Source: an optimization exercise on an open RTL-to-GDS flow (aim: small area and a short achievable clock period). Production flows keep margins and buffers that such runs may drop. Function was checked by simulation only, so behaviour that the tests miss may differ from the original. No activity file was given, so power comes from the tool's default toggle rates.

Setup of red:
## stream_fifo
module stream_fifo #(
  parameter int W         = 16,
  parameter int LGFLEN    = 7,
  parameter int AF_THRESH = fifo_pkg::def_af_thresh(LGFLEN),
  parameter int AE_THRESH = fifo_pkg::DEF_AE_THRESH
) (
  input  logic                          clk,
  input  logic                          rst_n,
  input  logic                          flush,
  input  logic [W-1:0]                  s_data,
  input  logic                          s_valid,
  output logic                          s_ready,
  output logic [W-1:0]                  m_data,
  output logic                          m_valid,
  input  logic                          m_ready,
  output logic [fifo_pkg::fill_width(LGFLEN)-1:0] fill,
  output logic                          almost_full,
  output logic                          almost_empty
);
For scale: roughly 4400 cells after synthesis, roughly 2200 flip-flops, roughly 80000 um^2 of cells after synthesis.
==> module stream_fifo, before the edit <==
module stream_fifo #(
  parameter int W         = 16,
  parameter int LGFLEN    = 7,
  parameter int AF_THRESH = fifo_pkg::def_af_thresh(LGFLEN),
  parameter int AE_THRESH = fifo_pkg::DEF_AE_THRESH
) (
  input  logic                          clk,
  input  logic                          rst_n,
  input  logic                          flush,
  input  logic [W-1:0]                  s_data,
  input  logic                          s_valid,
  output logic                          s_ready,
  output logic [W-1:0]                  m_data,
  output logic                          m_valid,
  input  logic                          m_ready,
  output logic [fifo_pkg::fill_width(LGFLEN)-1:0] fill,
  output logic                          almost_full,
  output logic                          almost_empty
);
  localparam int DEPTH = 2 ** LGFLEN;
  localparam int FW    = fifo_pkg::fill_width(LGFLEN);
  localparam int NB    = 4;                 
  if (W < 1) begin : g_bad_w
    $error("stream_fifo: W must be >= 1");
  end
  if (LGFLEN < 3) begin : g_bad_lgflen
    $error("stream_fifo: LGFLEN must be >= 3");
  end
  if (AF_THRESH < 1 || AF_THRESH > DEPTH) begin : g_bad_af
    $error("stream_fifo: AF_THRESH must be within 1..DEPTH");
  end
  if (AE_THRESH < 0 || AE_THRESH > DEPTH - 1) begin : g_bad_ae
    $error("stream_fifo: AE_THRESH must be within 0..DEPTH-1");
  end
  localparam int LO = LGFLEN / 2;
  localparam int NL = 2 ** LO;
  localparam int NH = 2 ** (LGFLEN - LO);
  logic [NL-1:0]     wr_lo;
  logic [NH-1:0]     wr_hi;
  localparam int NR = DEPTH / NB;            
  logic [NR-1:0]     rd_row;    
  logic [NB-1:0]     rd_bank;   
  logic [NB-1:0]     wr_bank;   
  logic [NB*W-1:0]   bank_rd;
  logic [W-1:0]      win [NB];
  logic [W-1:0]      win_head;
  logic              do_write, do_read, up, dn;
  logic              one;       
  logic              tail_in_win;
  logic              tw0, tw1;    
  logic              full, n_ae;
  assign s_ready      = !full;
  assign almost_empty = !n_ae;
  assign do_write = s_valid && s_ready;
  assign do_read  = m_ready && m_valid;
  assign up       = !flush && do_write && !do_read;
  assign dn       = !flush && do_read && !do_write;
  assign one      = m_valid && (fill <= FW'(1));
  always_comb begin
    for (int b = 0; b < NB; b++) begin
      wr_bank[b] = 1'b0;
      for (int i = b; i < NL; i += NB) wr_bank[b] = wr_bank[b] | wr_lo[i];
    end
  end
  assign tail_in_win = do_read ? tw1 : tw0;
  fifo_mem #(
    .W  (W),
    .AW (LGFLEN),
    .LO (LO),
    .NB (NB)
  ) u_mem (
    .clk     (clk),
    .wr_lo   (wr_lo),
    .wr_hi   (wr_hi),
    .wr_data (s_data),
    .rd_row  (rd_row),
    .rd_data (bank_rd)
  );
  always_ff @(posedge clk or negedge rst_n) begin
    if (!rst_n) begin
      wr_lo   <= NL'(1);
      wr_hi   <= NH'(1);
      rd_row  <= NR'(1) << ((NB + 1) / NB);
      rd_bank <= NB'(2);
    end else if (flush) begin
      wr_lo   <= NL'(1);
      wr_hi   <= NH'(1);
      rd_row  <= NR'(1) << ((NB + 1) / NB);
      rd_bank <= NB'(2);
    end else begin
      if (do_write) begin
        wr_lo <= {wr_lo[NL-2:0], wr_lo[NL-1]};
        if (wr_lo[NL-1]) wr_hi <= {wr_hi[NH-2:0], wr_hi[NH-1]};
      end
      if (do_read) begin
        if (rd_bank[NB-1]) rd_row <= {rd_row[NR-2:0], rd_row[NR-1]};
        rd_bank <= {rd_bank[NB-2:0], rd_bank[NB-1]};
      end
    end
  end
  always_ff @(posedge clk) begin
    for (int b = 0; b < NB; b++) begin
      if (tail_in_win && wr_bank[b]) begin
        win[b] <= s_data;
      end else if (do_read && rd_bank[b]) begin
        win[b] <= bank_rd[b*W +: W];
      end
    end
  end
  always_comb begin
    win_head = '0;
    for (int b = 0; b < NB; b++) begin
      win_head = win_head | (win[b] & {W{rd_bank[b]}});
    end
  end
  always_ff @(posedge clk) begin
    if (!m_valid || (one && m_ready)) begin
      m_data <= s_data;
    end else if (m_ready) begin
      m_data <= win_head;
    end
  end
  always_ff @(posedge clk or negedge rst_n) begin
    if (!rst_n) begin
      fill         <= '0;
      m_valid      <= 1'b0;
      full         <= 1'b0;
      almost_full  <= 1'b0;
      n_ae         <= 1'b0;
      tw0          <= 1'b0;
      tw1          <= 1'b0;
    end else if (flush) begin
      fill         <= '0;
      m_valid      <= 1'b0;
      full         <= 1'b0;
      almost_full  <= 1'b0;
      n_ae         <= 1'b0;
      tw0          <= 1'b0;
      tw1          <= 1'b0;
    end else if (up) begin
      fill         <= fill + FW'(1);
      m_valid      <= 1'b1;
      full         <= (fill >= FW'(DEPTH - 1));
      almost_full  <= (fill >= FW'(AF_THRESH - 1));
      n_ae         <= (fill >= FW'(AE_THRESH));
      tw0          <= (fill <= FW'(NB - 1));
      tw1          <= (fill >= FW'(1) && fill <= FW'(NB));
    end else if (dn) begin
      fill         <= fill - FW'(1);
      m_valid      <= (fill > FW'(1));
      full         <= 1'b0;
      almost_full  <= (fill > FW'(AF_THRESH));
      n_ae         <= (fill > FW'(AE_THRESH + 1));
      tw0          <= (fill >= FW'(2) && fill <= FW'(NB + 1));
      tw1          <= (fill >= FW'(3) && fill <= FW'(NB + 2));
    end
  end
endmodule
make LEC_CHECK=0 CAP_MARGIN=20 CORE_MARGIN=2 CORE_UTILIZATION=50 CTS_CLUSTER_DIAMETER=80 CTS_CLUSTER_SIZE=25 SETUP_SLACK_MARGIN=2.6 SLEW_MARGIN=20 finish   # period 5.0 ns
run.sh (not shown) runs the stock make flow with config.mk's settings and CLKGATE_MAP_FILE= SYNTH_SCRIPT=/design/flow/synth_recipe.tcl, a recipe that flattens the netlist after the stock synthesis.
diff inputs: red => blue
--- a/flow/design.v
+++ b/flow/design.v
@@ -157,8 +157,10 @@
       win_head = win_head | (win[b] & {W{rd_bank[b]}});
     end
   end
-  always_ff @(posedge clk) begin
-    if (!m_valid || (one && m_ready)) begin
+  always_ff @(posedge clk or negedge rst_n) begin
+    if (!rst_n) begin
+      m_data <= '0;
+    end else if (!m_valid || (one && m_ready)) begin
       m_data <= s_data;
     end else if (m_ready) begin
       m_data <= win_head;
Notes after the runs:
blue vs red, worst-path cell with the longest stage delay: sky130_fd_sc_hd__or4_4 vs sky130_fd_sc_hd__edfxtp_1
Diff red..blue | number of clock sinks seen by CTS | unchanged
A type of the worst setup path of reg -> out is what red shows, while reg -> reg belongs to blue.
When blue is set beside red, its number of synthesized flops with an enable pin turns out to be 0.75% smaller.
Looking at red and blue, the clock network area share is a wash.
[compare] base=red new=blue: total detailed-routing wirelength higher; total inserted antenna cells higher.
Worst hold slack in blue vs red: up 0.13 ns

Setup of main:
RTL: one of the versions met above, not the one the previous note started from.
For scale: roughly 4300 cells after synthesis, about 2200 flip-flops, roughly 0.080 mm^2 of cells after synthesis.
==> module fifo_mem, before the edit <==
module fifo_mem #(
  parameter int W  = 16,
  parameter int AW = 7,
  parameter int LO = 3,
  parameter int NB = 4
) (
  input  logic                  clk,
  input  logic [2**LO-1:0]      wr_lo,
  input  logic [2**(AW-LO)-1:0] wr_hi,
  input  logic [W-1:0]          wr_data,
  input  logic [2**AW/NB-1:0]   rd_row,
  output logic [NB*W-1:0]       rd_data
);
  localparam int DEPTH = 2 ** AW;
  localparam int NL    = 2 ** LO;
  logic [W-1:0] mem [DEPTH];
  always_ff @(posedge clk) begin
    for (int i = 0; i < DEPTH; i++) begin
      if (wr_lo[i % NL] && wr_hi[i / NL]) begin
        mem[i] <= wr_data;
      end
    end
  end
  always_comb begin
    for (int b = 0; b < NB; b++) begin
      rd_data[b*W +: W] = '0;
      for (int i = b; i < DEPTH; i += NB) begin
        rd_data[b*W +: W] = rd_data[b*W +: W] | (mem[i] & {W{rd_row[i / NB]}});
      end
    end
  end
endmodule
==> module stream_fifo, before the edit <==
module stream_fifo #(
  parameter int W         = 16,
  parameter int LGFLEN    = 7,
  parameter int AF_THRESH = fifo_pkg::def_af_thresh(LGFLEN),
  parameter int AE_THRESH = fifo_pkg::DEF_AE_THRESH
) (
  input  logic                          clk,
  input  logic                          rst_n,
  input  logic                          flush,
  input  logic [W-1:0]                  s_data,
  input  logic                          s_valid,
  output logic                          s_ready,
  output logic [W-1:0]                  m_data,
  output logic                          m_valid,
  input  logic                          m_ready,
  output logic [fifo_pkg::fill_width(LGFLEN)-1:0] fill,
  output logic                          almost_full,
  output logic                          almost_empty
);
  localparam int DEPTH = 2 ** LGFLEN;
  localparam int FW    = fifo_pkg::fill_width(LGFLEN);
  localparam int NB    = 4;                 
  if (W < 1) begin : g_bad_w
    $error("stream_fifo: W must be >= 1");
  end
  if (LGFLEN < 3) begin : g_bad_lgflen
    $error("stream_fifo: LGFLEN must be >= 3");
  end
  if (AF_THRESH < 1 || AF_THRESH > DEPTH) begin : g_bad_af
    $error("stream_fifo: AF_THRESH must be within 1..DEPTH");
  end
  if (AE_THRESH < 0 || AE_THRESH > DEPTH - 1) begin : g_bad_ae
    $error("stream_fifo: AE_THRESH must be within 0..DEPTH-1");
  end
  localparam int LO = LGFLEN / 2;
  localparam int NL = 2 ** LO;
  localparam int NH = 2 ** (LGFLEN - LO);
  logic [NL-1:0]     wr_lo;
  logic [NH-1:0]     wr_hi;
  localparam int NR = DEPTH / NB;            
  logic [NR-1:0]     rd_row;    
  logic [NB-1:0]     rd_bank;   
  logic [NB-1:0]     wr_bank;   
  logic [NB*W-1:0]   bank_rd;
  logic [W-1:0]      win [NB];
  logic [W-1:0]      win_head;
  logic              do_write, do_read, up, dn;
  logic              one;       
  logic              tail_in_win;
  logic              tw0, tw1;    
  logic              full, n_ae;
  assign s_ready      = !full;
  assign almost_empty = !n_ae;
  assign do_write = s_valid && s_ready;
  assign do_read  = m_ready && m_valid;
  assign up       = !flush && do_write && !do_read;
  assign dn       = !flush && do_read && !do_write;
  assign one      = m_valid && (fill <= FW'(1));
  always_comb begin
    for (int b = 0; b < NB; b++) begin
      wr_bank[b] = 1'b0;
      for (int i = b; i < NL; i += NB) wr_bank[b] = wr_bank[b] | wr_lo[i];
    end
  end
  assign tail_in_win = do_read ? tw1 : tw0;
  fifo_mem #(
    .W  (W),
    .AW (LGFLEN),
    .LO (LO),
    .NB (NB)
  ) u_mem (
    .clk     (clk),
    .wr_lo   (wr_lo),
    .wr_hi   (wr_hi),
    .wr_data (s_data),
    .rd_row  (rd_row),
    .rd_data (bank_rd)
  );
  always_ff @(posedge clk or negedge rst_n) begin
    if (!rst_n) begin
      wr_lo   <= NL'(1);
      wr_hi   <= NH'(1);
      rd_row  <= NR'(1) << ((NB + 1) / NB);
      rd_bank <= NB'(2);
    end else if (flush) begin
      wr_lo   <= NL'(1);
      wr_hi   <= NH'(1);
      rd_row  <= NR'(1) << ((NB + 1) / NB);
      rd_bank <= NB'(2);
    end else begin
      if (do_write) begin
        wr_lo <= {wr_lo[NL-2:0], wr_lo[NL-1]};
        if (wr_lo[NL-1]) wr_hi <= {wr_hi[NH-2:0], wr_hi[NH-1]};
      end
      if (do_read) begin
        if (rd_bank[NB-1]) rd_row <= {rd_row[NR-2:0], rd_row[NR-1]};
        rd_bank <= {rd_bank[NB-2:0], rd_bank[NB-1]};
      end
    end
  end
  always_ff @(posedge clk) begin
    for (int b = 0; b < NB; b++) begin
      if (tail_in_win && wr_bank[b]) begin
        win[b] <= s_data;
      end else if (do_read && rd_bank[b]) begin
        win[b] <= bank_rd[b*W +: W];
      end
    end
  end
  always_comb begin
    win_head = '0;
    for (int b = 0; b < NB; b++) begin
      win_head = win_head | (win[b] & {W{rd_bank[b]}});
    end
  end
  always_ff @(posedge clk or negedge rst_n) begin
    if (!rst_n) begin
      m_data <= '0;
    end else if (!m_valid || (one && m_ready)) begin
      m_data <= s_data;
    end else if (m_ready) begin
      m_data <= win_head;
    end
  end
  always_ff @(posedge clk or negedge rst_n) begin
    if (!rst_n) begin
      fill         <= '0;
      m_valid      <= 1'b0;
      full         <= 1'b0;
      almost_full  <= 1'b0;
      n_ae         <= 1'b0;
      tw0          <= 1'b0;
      tw1          <= 1'b0;
    end else if (flush) begin
      fill         <= '0;
      m_valid      <= 1'b0;
      full         <= 1'b0;
      almost_full  <= 1'b0;
      n_ae         <= 1'b0;
      tw0          <= 1'b0;
      tw1          <= 1'b0;
    end else if (up) begin
      fill         <= fill + FW'(1);
      m_valid      <= 1'b1;
      full         <= (fill >= FW'(DEPTH - 1));
      almost_full  <= (fill >= FW'(AF_THRESH - 1));
      n_ae         <= (fill >= FW'(AE_THRESH));
      tw0          <= (fill <= FW'(NB - 1));
      tw1          <= (fill >= FW'(1) && fill <= FW'(NB));
    end else if (dn) begin
      fill         <= fill - FW'(1);
      m_valid      <= (fill > FW'(1));
      full         <= 1'b0;
      almost_full  <= (fill > FW'(AF_THRESH));
      n_ae         <= (fill > FW'(AE_THRESH + 1));
      tw0          <= (fill >= FW'(2) && fill <= FW'(NB + 1));
      tw1          <= (fill >= FW'(3) && fill <= FW'(NB + 2));
    end
  end
endmodule
Settings: LEC_CHECK=0, CAP_MARGIN=20, CORE_MARGIN=2, CORE_UTILIZATION=40, CTS_CLUSTER_DIAMETER=80, CTS_CLUSTER_SIZE=25, SETUP_SLACK_MARGIN=2.6, SLEW_MARGIN=20; clock period 5.0 ns.
Input-level comparison between the feature branch and main:
--- a/flow/design.v
+++ b/flow/design.v
@@ -21,5 +21,6 @@
   input  logic [2**(AW-LO)-1:0] wr_hi,
   input  logic [W-1:0]          wr_data,
-  input  logic [2**AW/NB-1:0]   rd_row,
+  input  logic [2**LO-1:0]      rd_lo,
+  input  logic [2**(AW-LO)-1:0] rd_hi,
   output logic [NB*W-1:0]       rd_data
 );
@@ -34,9 +35,13 @@
     end
   end
+  logic [DEPTH-1:0] rd_sel;
   always_comb begin
+    for (int i = 0; i < DEPTH; i++) begin
+      rd_sel[i] = rd_lo[i % NL] && rd_hi[i / NL];
+    end
     for (int b = 0; b < NB; b++) begin
       rd_data[b*W +: W] = '0;
       for (int i = b; i < DEPTH; i += NB) begin
-        rd_data[b*W +: W] = rd_data[b*W +: W] | (mem[i] & {W{rd_row[i / NB]}});
+        rd_data[b*W +: W] = rd_data[b*W +: W] | (mem[i] & {W{rd_sel[i]}});
       end
     end
@@ -82,6 +87,6 @@
   logic [NL-1:0]     wr_lo;
   logic [NH-1:0]     wr_hi;
-  localparam int NR = DEPTH / NB;            
-  logic [NR-1:0]     rd_row;    
+  logic [NL-1:0]     rd_lo;     
+  logic [NH-1:0]     rd_hi;     
   logic [NB-1:0]     rd_bank;   
   logic [NB-1:0]     wr_bank;   
@@ -118,5 +123,6 @@
     .wr_hi   (wr_hi),
     .wr_data (s_data),
-    .rd_row  (rd_row),
+    .rd_lo   (rd_lo),
+    .rd_hi   (rd_hi),
     .rd_data (bank_rd)
   );
@@ -125,10 +131,12 @@
       wr_lo   <= NL'(1);
       wr_hi   <= NH'(1);
-      rd_row  <= NR'(1) << ((NB + 1) / NB);
+      rd_lo   <= NL'(1) << ((NB + 1) % NL);
+      rd_hi   <= NH'(1) << ((NB + 1) / NL);
       rd_bank <= NB'(2);
     end else if (flush) begin
       wr_lo   <= NL'(1);
       wr_hi   <= NH'(1);
-      rd_row  <= NR'(1) << ((NB + 1) / NB);
+      rd_lo   <= NL'(1) << ((NB + 1) % NL);
+      rd_hi   <= NH'(1) << ((NB + 1) / NL);
       rd_bank <= NB'(2);
     end else begin
@@ -138,5 +146,6 @@
       end
       if (do_read) begin
-        if (rd_bank[NB-1]) rd_row <= {rd_row[NR-2:0], rd_row[NR-1]};
+        rd_lo   <= {rd_lo[NL-2:0], rd_lo[NL-1]};
+        if (rd_lo[NL-1]) rd_hi <= {rd_hi[NH-2:0], rd_hi[NH-1]};
         rd_bank <= {rd_bank[NB-2:0], rd_bank[NB-1]};
       end
## What came out
The feature branch reached the end of the flow, and the finished layout is clean on the timing, design-rule and antenna checks.
main → the feature branch: non-filler instance count after layout +about 1.2%; setup slack at placement -170 ps; fraction of area in multi-input gates -0.29 points; setup slack after layout +77 ps; period utilization -1.5 points.
Wire: the feature branch routes less than main
Taking main as the reference, in the feature branch timing-limited maximum frequency +3.1%; part of the power in the clock network +0.8 points; total standard cell area after synthesis ~0 delta.
Looking at post-layout minimum cycle time, the feature branch sits 77 ps below main.

separate check: timing with driven ports:
The results above use ideal ports. As a check the final layouts listed here were re-extracted and re-timed, cells and wires unchanged. Step 1: set_driving_cell puts a clkbuf_16 on clk and a buf_2 on each other input, an assumption about the parent block. Step 2 times the ports against the registers' clock, not the clock port: input delays grow and output delays shrink by t, the midpoint of the rising clock arrivals with the driver on. Three values: ideal, step 1, step 2; two values: the first two.
run	shift t [ns]	setup slack, ns	latest minus earliest clock arrival (ns)
red	0.841	2.527 / 2.433 / 1.804	0.039 / 0.040
blue	0.844	2.445 / 2.445 / 1.675	0.049 / 0.048
main	0.848	2.463 / 2.463 / 1.757	0.049 / 0.048
the feature branch	0.867	2.540 / 2.451 / 1.893	0.052 / 0.052
After both steps every run listed still meets setup and hold. For blue, which loses most, drivers alone change the setup slack by 0.000 ns; drivers and shift together by -0.770 ns.
